From an optimization exercise on the open Yosys and OpenROAD flow, aimed at small area; shortcuts taken in it are not production practice.
The RTL was checked by simulation tests, not by an equivalence proof against the original design.
Power figures rest on the tool's default switching activity, not on a simulated workload.

// link_monitor_top
module link_monitor_top #(
    parameter int NIBBLES = 32
) (
    input  logic                     iol2clk,
    input  logic                     rst_n,
    input  link_mon_pkg::link_t      dn_link,
    input  link_mon_pkg::link_t      up_link,
    input  logic                     rpt_ack,
    output logic                     rpt_req,
    output link_mon_pkg::report_t    rpt,
    output logic                     overflow,
    output link_mon_pkg::abort_cnt_t dn_abort_cnt,
    output link_mon_pkg::abort_cnt_t up_abort_cnt
);
For scale: roughly 590 flip-flops, about 180 I/O pins.
export LEC_CHECK = 0
export CAP_MARGIN = 20
export CORE_MARGIN = 2
export CORE_UTILIZATION = 80
export SLEW_MARGIN = 20
create_clock -name core_clock -period 5.0 [get_ports {iol2clk}]
standard.sh (not shown) runs the stock make flow with config.mk's settings and CLKGATE_MAP_FILE= SYNTH_SCRIPT=/design/flow/synth_recipe.tcl, a recipe that flattens the netlist after the stock synthesis.
==> flow/flow/run.sh <==
#!/bin/bash
# The standard layout (the standard.sh: the standard synthesis and the
# ORFS steps from floorplan to finish) with two changes:
#  - the buffers that global placement puts on every input and output port
#    are the platform's smallest buffer, sky130_fd_sc_hd__buf_1, instead of
#    the cell buffer_ports picks by default;
#  - clock tree synthesis adds no dummy loads to the clock tree leaves (the
#    other CTS arguments are the ones cts.tcl builds from config.mk).
# The make output goes to flow_make.log in this folder.
set -euo pipefail
export BUFFER_PORTS_ARGS="-buffer_cell sky130_fd_sc_hd__buf_1"
export CTS_ARGS="-sink_clustering_enable -repair_clock_nets -sink_clustering_size 16 -sink_clustering_max_diameter 40 -buf_list sky130_fd_sc_hd__clkbuf_8 -dont_use_dummy_load"
bash standard.sh finish > flow_make.log 2>&1
The starting point completed with no timing, DRC or antenna violations.
Change:
==> flow/flow/run.sh (replaced) <==
#!/bin/bash
# The standard layout (the standard.sh: the standard synthesis and the
# ORFS steps from floorplan to finish) with these changes:
#  - the buffers that global placement puts on every input and output port
#    are the platform's smallest buffer, sky130_fd_sc_hd__buf_1, instead of
#    the cell buffer_ports picks by default;
#  - clock tree synthesis adds no dummy loads to the clock tree leaves (the
#    other CTS arguments are the ones cts.tcl would build from config.mk);
#  - after global routing, ORFS's power recovery (repair_timing
#    -recover_power) downsizes gates on paths with slack to spare, and the
#    resizer may pick cells of any footprint.
# The make output goes to flow_make.log in this folder.
set -euo pipefail
export BUFFER_PORTS_ARGS="-buffer_cell sky130_fd_sc_hd__buf_1"
export CTS_ARGS="-sink_clustering_enable -repair_clock_nets -sink_clustering_size 20 -sink_clustering_max_diameter 50 -buf_list sky130_fd_sc_hd__clkbuf_8 -dont_use_dummy_load"
export RECOVER_POWER=100
bash standard.sh MATCH_CELL_FOOTPRINT=0 finish > flow_make.log 2>&1
CORE_UTILIZATION = 65   (was 80)
CTS_BUF_LIST = sky130_fd_sc_hd__clkbuf_8   (was unset)
CTS_CLUSTER_DIAMETER = 50   (was unset)
CTS_CLUSTER_SIZE = 20   (was unset)
After rerunning:
- The new run completed and failed the layout checks on max-capacitance violations, max-slew violations
- routed wire length falls by about a fifth
- global-route usage is lower by 9.1 points
- power is lower by a few percent
- synthesized area is unchanged
- worst setup slack got worse by 0.68 ns
- register-to-register slack gets worse by 0.79 ns
- worst hold slack gains 0.0042 ns
- via count decreases by a little under a tenth
- design area drops slightly
Change:
==> flow/run.sh (new file) <==
#!/bin/bash
# synth_recipe.tcl (not shown) runs the flow's synth.tcl, then flattens the netlist and writes it again
# the make line also repeats each setting of config.mk as NAME=value (left out here)
make -C /OpenROAD-flow-scripts/flow DESIGN_CONFIG=/design/flow/config.mk WORK_HOME=/design/flow/orfs CLKGATE_MAP_FILE= SYNTH_SCRIPT=/design/flow/synth_recipe.tcl finish
CTS_BUF_LIST = sky130_fd_sc_hd__clkbuf_16   (was sky130_fd_sc_hd__clkbuf_8)
CTS_CLUSTER_DIAMETER = 60   (was 50)
CTS_CLUSTER_SIZE = 30   (was 20)
removed: flow/flow/run.sh
removed: flow/standard.sh
Result: Now the flow completed with no timing, DRC or antenna violations. Global-route usage rose by 1.1 points. Routed wire length rose by 4.4%. Die area is unchanged. Final area rose by about 9%. Area after synthesis does not change. First-iteration DRC count rose by about 50%.
Change:
==> flow/flow/run.sh (new file) <==
#!/bin/bash
# The standard layout (the standard.sh: the standard synthesis and the
# ORFS steps from floorplan to finish) with two changes:
#  - the buffers that global placement puts on every input and output port
#    are the platform's smallest buffer, sky130_fd_sc_hd__buf_1, instead of
#    the cell buffer_ports picks by default;
#  - clock tree synthesis adds no dummy loads to the clock tree leaves (the
#    other CTS arguments are the ones cts.tcl builds from config.mk).
# The make output goes to flow_make.log in this folder.
set -euo pipefail
export BUFFER_PORTS_ARGS="-buffer_cell sky130_fd_sc_hd__buf_1"
export CTS_ARGS="-sink_clustering_enable -repair_clock_nets -sink_clustering_size 20 -sink_clustering_max_diameter 50 -buf_list sky130_fd_sc_hd__clkbuf_8 -dont_use_dummy_load"
bash standard.sh finish > flow_make.log 2>&1
==> flow/standard.sh (new file) <==
#!/bin/bash
# synth_recipe.tcl (not shown) runs the flow's synth.tcl, then flattens the netlist and writes it again
# the make line also repeats each setting of config.mk as NAME=value (left out here)
make -C /OpenROAD-flow-scripts/flow DESIGN_CONFIG=/design/flow/config.mk WORK_HOME=/design/flow/orfs CLKGATE_MAP_FILE= SYNTH_SCRIPT=/design/flow/synth_recipe.tcl "${@:-finish}"
CORE_UTILIZATION = 75   (was 65)
CTS_BUF_LIST = unset   (was sky130_fd_sc_hd__clkbuf_16)
CTS_CLUSTER_DIAMETER = unset   (was 60)
CTS_CLUSTER_SIZE = unset   (was 30)
removed: flow/run.sh
What happened: The changed run passed the timing, design-rule and antenna checks; die area falls by roughly a tenth; total power falls by roughly a tenth; sequential power stays flat; worst hold slack barely changes; final cell count falls by a few percent; synthesized area is unchanged; non-clock buffer count rises by 4; wire length falls by a few percent.

[separate check: timing with driven ports]
The flow's constraints put no driver on any port. The routed layouts listed below were extracted and timed again, unchanged, in two steps.
Step 1, drivers: a clkbuf_16 drives iol2clk and a buf_2 each remaining input, both assumed.
Step 2 also shifts input and output timing later by t, the mid clock arrival at the registers, as if the neighbouring blocks saw the same clock.
Three values: ideal, step 1, step 2; two values: the first two.
run	t, ns	setup slack, ns	cell pins on the clock port's net
the first run	0.598	1.714 / 1.673 / 1.823	1
the second run	0.605	1.029 / 1.029 / 0.562	1
the third run	0.576	1.195 / 1.145 / 1.721	1
the fourth run	0.593	1.861 / 1.814 / 2.286	1
The setup slack of the second run, which loses most, moves by 0.000 ns with the drivers and by -0.467 ns with both steps.
